This design comes from an exercise in tuning for a short achievable clock period and few clock cycles per item on the open sky130 flow, not from production work. Only simulation tests tie the RTL to the original design; equivalence was not proved. No activity file was given, so power comes from the tool's default toggle rates.

// rms_power_monitor_overload_trip_unit
module rms_power_monitor_overload_trip_unit (
    input  logic                           clk,
    input  logic                           rst_n,
    input  logic                           cfg_we,
    input  logic [rpm_pkg::IDX_BITS-1:0]   cfg_index,
    input  logic [rpm_pkg::CFG_BITS-1:0]   cfg_wdata,
    input  logic                           s_tvalid,
    output logic                           s_tready,
    input  logic [15:0]                    s_tdata,    
    input  logic [1:0]                     s_tuser,    
    output logic                           m_tvalid,
    input  logic                           m_tready,
    output logic [47:0]                    m_tdata,    
    output logic                           m_tuser     
);
export LEC_CHECK = 0
export ABC_CLOCK_PERIOD_IN_PS = 2800
export CAP_MARGIN = 20
export CORE_MARGIN = 2
export CORE_UTILIZATION = 40
export SLEW_MARGIN = 20
create_clock -name core_clock -period 10.0 [get_ports {clk}]
standard.sh (not shown) runs the stock make flow with config.mk's settings and CLKGATE_MAP_FILE= SYNTH_SCRIPT=/design/flow/synth_recipe.tcl, a recipe that flattens the netlist after the stock synthesis.
==> flow/flow/run.sh <==
#!/bin/bash
# Standard layout, with timing repair aimed at a shorter period than the
# clock's (setup margin), so that the resizer speeds up the critical paths.
set -uo pipefail
bash standard.sh SETUP_SLACK_MARGIN=7.2 finish > standard.log 2>&1
Testbench counts at the start, summed over its fixed seeds: cycles 19,782, items 19,510.
Then changed:
--- a/flow/design.v
+++ b/flow/design.v
@@ -693,41 +693,35 @@
             end
             if (step >= 5'd3 && step <= 5'd19)
                 prod <= {prod[39:0], 1'b0} + (root[0] ? 41'(gain) : 41'd0);
         end
         if (step == 5'd20)
         begin
             if (|prod[40:32])
-                cur <= 16'hFFFF;
-            else if (prod[31:16] < noise_floor)
-                cur <= 16'd0;
-            else
-                cur <= prod[31:16];
-        end
-        if (step == 5'd20)
-        begin
-            if (|prod[40:32])
             begin
-                ch <= 8'hFF;
-                cl <= 8'hFF;
+                cur <= 16'hFFFF;
+                ch  <= 8'hFF;
+                cl  <= 8'hFF;
             end
             else if (prod[31:16] < noise_floor)
             begin
-                ch <= 8'd0;
-                cl <= 8'd0;
+                cur <= 16'd0;
+                ch  <= 8'd0;
+                cl  <= 8'd0;
             end
             else
             begin
-                ch <= prod[31:24];
-                cl <= prod[23:16];
+                cur <= prod[31:16];
+                ch  <= prod[31:24];
+                cl  <= prod[23:16];
             end
             ph <= '0;
             pl <= '0;
         end
-        else
+        else if (step >= 5'd21 && step <= 5'd24)
         begin
             ph <= {ph[14:0], 2'b00} + 17'(mh);
             pl <= {pl[14:0], 2'b00} + 17'(ml);
             ch <= {ch[5:0], 2'b00};
             cl <= {cl[5:0], 2'b00};
         end
         if (step == 5'd25)
@@ -831,15 +825,16 @@
             win_m3  <= (win <= 11'd3) ? 10'd0 : 10'(win - 11'd3);
             win_one <= (win == 11'd1);
             win_le2 <= (win <= 11'd2);
             win2    <= {win, 1'b0};
             win3    <= {win, 1'b0} + {1'b0, win};
         end
     end
-    logic        s_tready_r;          
+    logic        s_tready_r;
+    logic        s_busy;              
     logic        v0;
     logic [1:0]  k0;
     logic [11:0] smp0;
     logic        cmd0;
     logic        del_r, took_r;
     logic        cfg_we_r, cfg_we_rr;
     logic [1:0]  meas_c;
@@ -860,15 +855,15 @@
     assign meas_ok = win_one ? ((meas_c == 2'd0) && !s_tready_r)
                              : ((meas_c == 2'd0) || ((meas_c == 2'd1) && !near_close));
     always_ff @(posedge clk or negedge rst_n)
     begin
         if (!rst_n)
         begin
             v0         <= 1'b0;
-            s_tready_r <= 1'b0;
+            s_busy     <= 1'b0;
             del_r      <= 1'b0;
             took_r     <= 1'b0;
             cfg_we_r   <= 1'b0;
             cfg_we_rr  <= 1'b0;
             outst      <= '0;
             meas       <= '0;
         end
@@ -877,18 +872,19 @@
             v0         <= s_tvalid && s_tready_r;
             del_r      <= m_tvalid && m_tready;
             took_r     <= take;
             cfg_we_r   <= cfg_we;
             cfg_we_rr  <= cfg_we_r;
             outst      <= outst_next;
             meas       <= meas_next;
-            s_tready_r <= room_ok && meas_ok && !cfg_we && !cfg_we_r && !cfg_we_rr;
+            s_busy     <= !(room_ok && meas_ok && !cfg_we && !cfg_we_r && !cfg_we_rr);
         end
     end
-    assign s_tready = s_tready_r;
+    assign s_tready_r = !s_busy;
+    assign s_tready   = !s_busy;
     logic        cl4, c4;
     logic [23:0] lo4;
     logic [9:0]  hi4;
     logic [2:0]  op0;
     rpm_front u_front (
         .clk        (clk),
         .rst_n      (rst_n),
What happened: Sequential share of layout area rises by 0.43 points. Clock-buffer cell count falls by 3. Cell area falls by 0.36%. Global-route usage is about the same. Power rises by 5.1%. Hold slack barely changes. Non-clock buffer count falls by 40. Synthesized area rises by 0.81%. Die area rises by 0.79%. Worst setup slack is better by 0.13 ns. Core utilization falls by 0.37 points. Combinational power rises by 12%.
Testbench counts after the change, summed over its fixed seeds: cycles 19,782, items 19,510.

## trial 8
rms_power_monitor_overload_trip_unit, a different RTL version from the one above (not shown whole).
Size: roughly 850 flip-flops, about 100 I/O pins, about 43000 um2 of cells after synthesis.
==> module rpm_queue, before the edit <==
module rpm_queue (
    input  logic        clk,
    input  logic        rst_n,
    input  logic        push,
    input  logic [2:0]  push_op,
    input  logic        res_valid,
    input  logic [15:0] res_cur,
    input  logic [24:0] res_pwr,
    input  logic        res_over,
    output logic        take,
    output logic        m_tvalid,
    input  logic        m_tready,
    output logic        out_relay,
    output logic        out_mv,
    output logic        out_trip,
    output logic [15:0] out_cur,
    output logic [24:0] out_pwr
);
    localparam int IQ = rpm_pkg::IQ_BITS;
    localparam int ND = rpm_pkg::IQ_DEPTH;
    logic [ND-1:0][2:0]      iq_mem;
    logic [IQ-1:0]           iq_wr, iq_rd, iq_rd1;
    logic [IQ:0]             occ;           
    logic [2:0]              h0, h1;        
    logic                    ready0, ready1;
    logic                    relay;         
    logic                    relay0, relay1;
    logic                    trip0, trip1;
    logic                    xfer;
    logic [43:0]             res0, res1;
    always_ff @(posedge clk)
    begin
        for (int i = 0; i < ND; i++)
            if (push && iq_wr == IQ'(i))
                iq_mem[i] <= push_op;
    end
    assign iq_rd1 = (iq_rd == IQ'(ND - 1)) ? '0 : iq_rd + 1'b1;
    assign h0     = iq_mem[iq_rd];
    assign h1     = iq_mem[iq_rd1];
    assign ready0 = (occ != '0) && (!h0[2] || res_valid);
    assign ready1 = (occ > (IQ+1)'(1)) && (!h1[2] || res_valid);
    assign xfer   = m_tvalid && m_tready;
    assign take   = xfer && h0[2];
    function automatic logic relay_after(input logic [2:0] op, input logic r, input logic over);
        if (op[2])
            relay_after = r && !over;
        else if (op[1])
            relay_after = op[0];
        else if (op[0])
            relay_after = !r;
        else
            relay_after = r;
    endfunction
    assign relay0 = relay_after(h0, relay, res_over);
    assign relay1 = relay_after(h1, relay0, res_over);
    assign trip0  = h0[2] && res_over && relay;
    assign trip1  = h1[2] && res_over && relay0;
    assign res0 = {relay0, h0[2], trip0,
                   h0[2] ? res_cur : 16'd0,
                   h0[2] ? res_pwr : 25'd0};
    assign res1 = {relay1, h1[2], trip1,
                   h1[2] ? res_cur : 16'd0,
                   h1[2] ? res_pwr : 25'd0};
    always_ff @(posedge clk or negedge rst_n)
    begin
        if (!rst_n)
        begin
            iq_wr    <= '0;
            iq_rd    <= '0;
            occ      <= '0;
            relay    <= 1'b0;
            m_tvalid <= 1'b0;
        end
        else
        begin
            if (push)
                iq_wr <= (iq_wr == IQ'(ND - 1)) ? '0 : iq_wr + 1'b1;
            occ <= occ + (IQ+1)'(push) - (IQ+1)'(xfer);
            if (xfer)
            begin
                iq_rd <= iq_rd1;
                relay <= relay0;
            end
            m_tvalid <= xfer ? ready1 : ready0;
        end
    end
    always_ff @(posedge clk)
        {out_relay, out_mv, out_trip, out_cur, out_pwr} <= xfer ? res1 : res0;
endmodule
export LEC_CHECK = 0
export ABC_CLOCK_PERIOD_IN_PS = 2800
export CAP_MARGIN = 20
export CORE_MARGIN = 2
export CORE_UTILIZATION = 40
export CTS_CLUSTER_DIAMETER = 120
export CTS_CLUSTER_SIZE = 24
export SLEW_MARGIN = 20
create_clock -name core_clock -period 10.0 [get_ports {clk}]
Scripts as last shown in full above: flow/flow/run.sh
Testbench counts of trial 8, summed over its fixed seeds: cycles 19,766, items 19,510.
Input changes introduced in trial 59 (baseline for comparison: trial 8):
--- a/flow/design.v
+++ b/flow/design.v
@@ -451,37 +451,60 @@
     output logic        out_relay,
     output logic        out_mv,
     output logic        out_trip,
     output logic [15:0] out_cur,
     output logic [24:0] out_pwr
 );
-    localparam int IQ = rpm_pkg::IQ_BITS;
     localparam int ND = rpm_pkg::IQ_DEPTH;
-    logic [ND-1:0][2:0]      iq_mem;
-    logic [IQ-1:0]           iq_wr, iq_rd, iq_rd1;
-    logic [IQ:0]             occ;           
+    logic [2:0]              q    [ND];     
+    logic [ND-1:0]           qv_r;          
+    logic [ND:0]             qv;            
     logic [2:0]              h0, h1;        
     logic                    ready0, ready1;
     logic                    relay;         
     logic                    relay0, relay1;
     logic                    trip0, trip1;
     logic                    xfer;
     logic [43:0]             res0, res1;
+    assign h0     = q[0];
+    assign h1     = q[1];
+    assign ready0 = qv[0] && (!h0[2] || res_valid);
+    assign ready1 = qv[1] && (!h1[2] || res_valid);
+    assign xfer   = m_tvalid && m_tready;
+    assign take   = xfer && h0[2];
     always_ff @(posedge clk)
     begin
         for (int i = 0; i < ND; i++)
-            if (push && iq_wr == IQ'(i))
-                iq_mem[i] <= push_op;
+        begin
+            if (xfer)
+            begin
+                if (push && qv[i] && !qv[i+1])
+                    q[i] <= push_op;
+                else if (i < ND - 1)
+                    q[i] <= q[(i < ND - 1) ? i + 1 : i];
+            end
+            else if (push && !qv[i] && (i == 0 || qv[(i == 0) ? 0 : i - 1]))
+                q[i] <= push_op;
+        end
     end
-    assign iq_rd1 = (iq_rd == IQ'(ND - 1)) ? '0 : iq_rd + 1'b1;
-    assign h0     = iq_mem[iq_rd];
-    assign h1     = iq_mem[iq_rd1];
-    assign ready0 = (occ != '0) && (!h0[2] || res_valid);
-    assign ready1 = (occ > (IQ+1)'(1)) && (!h1[2] || res_valid);
-    assign xfer   = m_tvalid && m_tready;
-    assign take   = xfer && h0[2];
+    always_ff @(posedge clk or negedge rst_n)
+    begin
+        if (!rst_n)
+            qv_r <= '0;
+        else
+        begin
+            for (int i = 0; i < ND; i++)
+            begin
+                if (xfer)
+                    qv_r[i] <= qv[i+1] || (push && qv[i] && !qv[i+1]);
+                else
+                    qv_r[i] <= qv[i] || (push && (i == 0 || qv[(i == 0) ? 0 : i - 1]));
+            end
+        end
+    end
+    assign qv = {1'b0, qv_r};
     function automatic logic relay_after(input logic [2:0] op, input logic r, input logic over);
         if (op[2])
             relay_after = r && !over;
         else if (op[1])
             relay_after = op[0];
         else if (op[0])
@@ -500,28 +523,19 @@
                    h1[2] ? res_cur : 16'd0,
                    h1[2] ? res_pwr : 25'd0};
     always_ff @(posedge clk or negedge rst_n)
     begin
         if (!rst_n)
         begin
-            iq_wr    <= '0;
-            iq_rd    <= '0;
-            occ      <= '0;
             relay    <= 1'b0;
             m_tvalid <= 1'b0;
         end
         else
         begin
-            if (push)
-                iq_wr <= (iq_wr == IQ'(ND - 1)) ? '0 : iq_wr + 1'b1;
-            occ <= occ + (IQ+1)'(push) - (IQ+1)'(xfer);
             if (xfer)
-            begin
-                iq_rd <= iq_rd1;
                 relay <= relay0;
-            end
             m_tvalid <= xfer ? ready1 : ready0;
         end
     end
     always_ff @(posedge clk)
         {out_relay, out_mv, out_trip, out_cur, out_pwr} <= xfer ? res1 : res0;
 endmodule
--- outcome ---
Library cell contributing the largest single delay on the critical path = dfrtp_1: trial 59; library cell contributing the largest single delay on the critical path = dfrtp_4: trial 8
Delay of the slowest cell on the worst path, trial 8 and trial 59, higher one = trial 8.
Trial 8 -> trial 59: final standard cell area without fillers flat
Comparing per-instance average area after synthesis for trial 8 and trial 59, the bigger number came from trial 59.
Die boundary width ended up about 0.35% higher on trial 59 than on trial 8.
Worst slew slack as a fraction of its limit (higher): trial 59
Compared with trial 8, trial 59 shows via density per instance that has gone down by a few percent.
Trial 59 leaves more setup margin than trial 8.
Die area sits higher in trial 59 than in trial 8.
Summary — area added between synthesis and finish, trial 59 relative to trial 8: lower, by 0.56 points.
On trial 59: portion of the layout cell area used by non-clock buffers is 1.1 points lower than what trial 8 gave.
Compared with trial 8, in trial 59 number of vias after detailed routing decreased by 1128 relative to the old numbers, global-route wire length before repair shows a reduction of 8800 um.
Testbench counts of trial 59, summed over its fixed seeds: cycles 19,766, items 19,510.

-- static timing again, ports no longer ideal --
No port has a modelled driver above. Below, the same layouts with a new extraction and two added sets of constraints.
Step 1 sets driving cells, clkbuf_16 on the clock port and buf_2 on the other inputs (assumed; they add their load-dependent delay and slew).
Step 2 times the ports against the registers' clock, not the clock port: input delays grow and output delays shrink by t, the midpoint of the rising clock arrivals with the driver on.
Slacks: ideal / step 1 / step 2; pairs: ideal / step 1.
run | t (ns) | slack for setup (ns) | hold slack, ns | worst setup path after step 2 | worst data-port slew with drivers (ns)
the first run of note 1 | 0.734 | 6.625 / 6.551 / 6.398 | 0.325 / 0.325 / 0.325 | input to register | 0.05
the second run of note 1 | 0.744 | 6.758 / 6.683 / 6.215 | 0.324 / 0.324 / 0.324 | input to register | 0.17
trial 8 | 0.707 | 6.773 / 6.733 / 6.241 | 0.326 / 0.326 / 0.326 | input to register | 0.06
trial 59 | 0.671 | 6.793 / 6.727 / 6.579 | 0.332 / 0.332 / 0.332 | input to register | 0.05
After both steps every run listed still meets setup and hold. For the second run of note 1, which loses most, drivers alone change the setup slack by -0.075 ns; drivers and shift together by -0.543 ns.
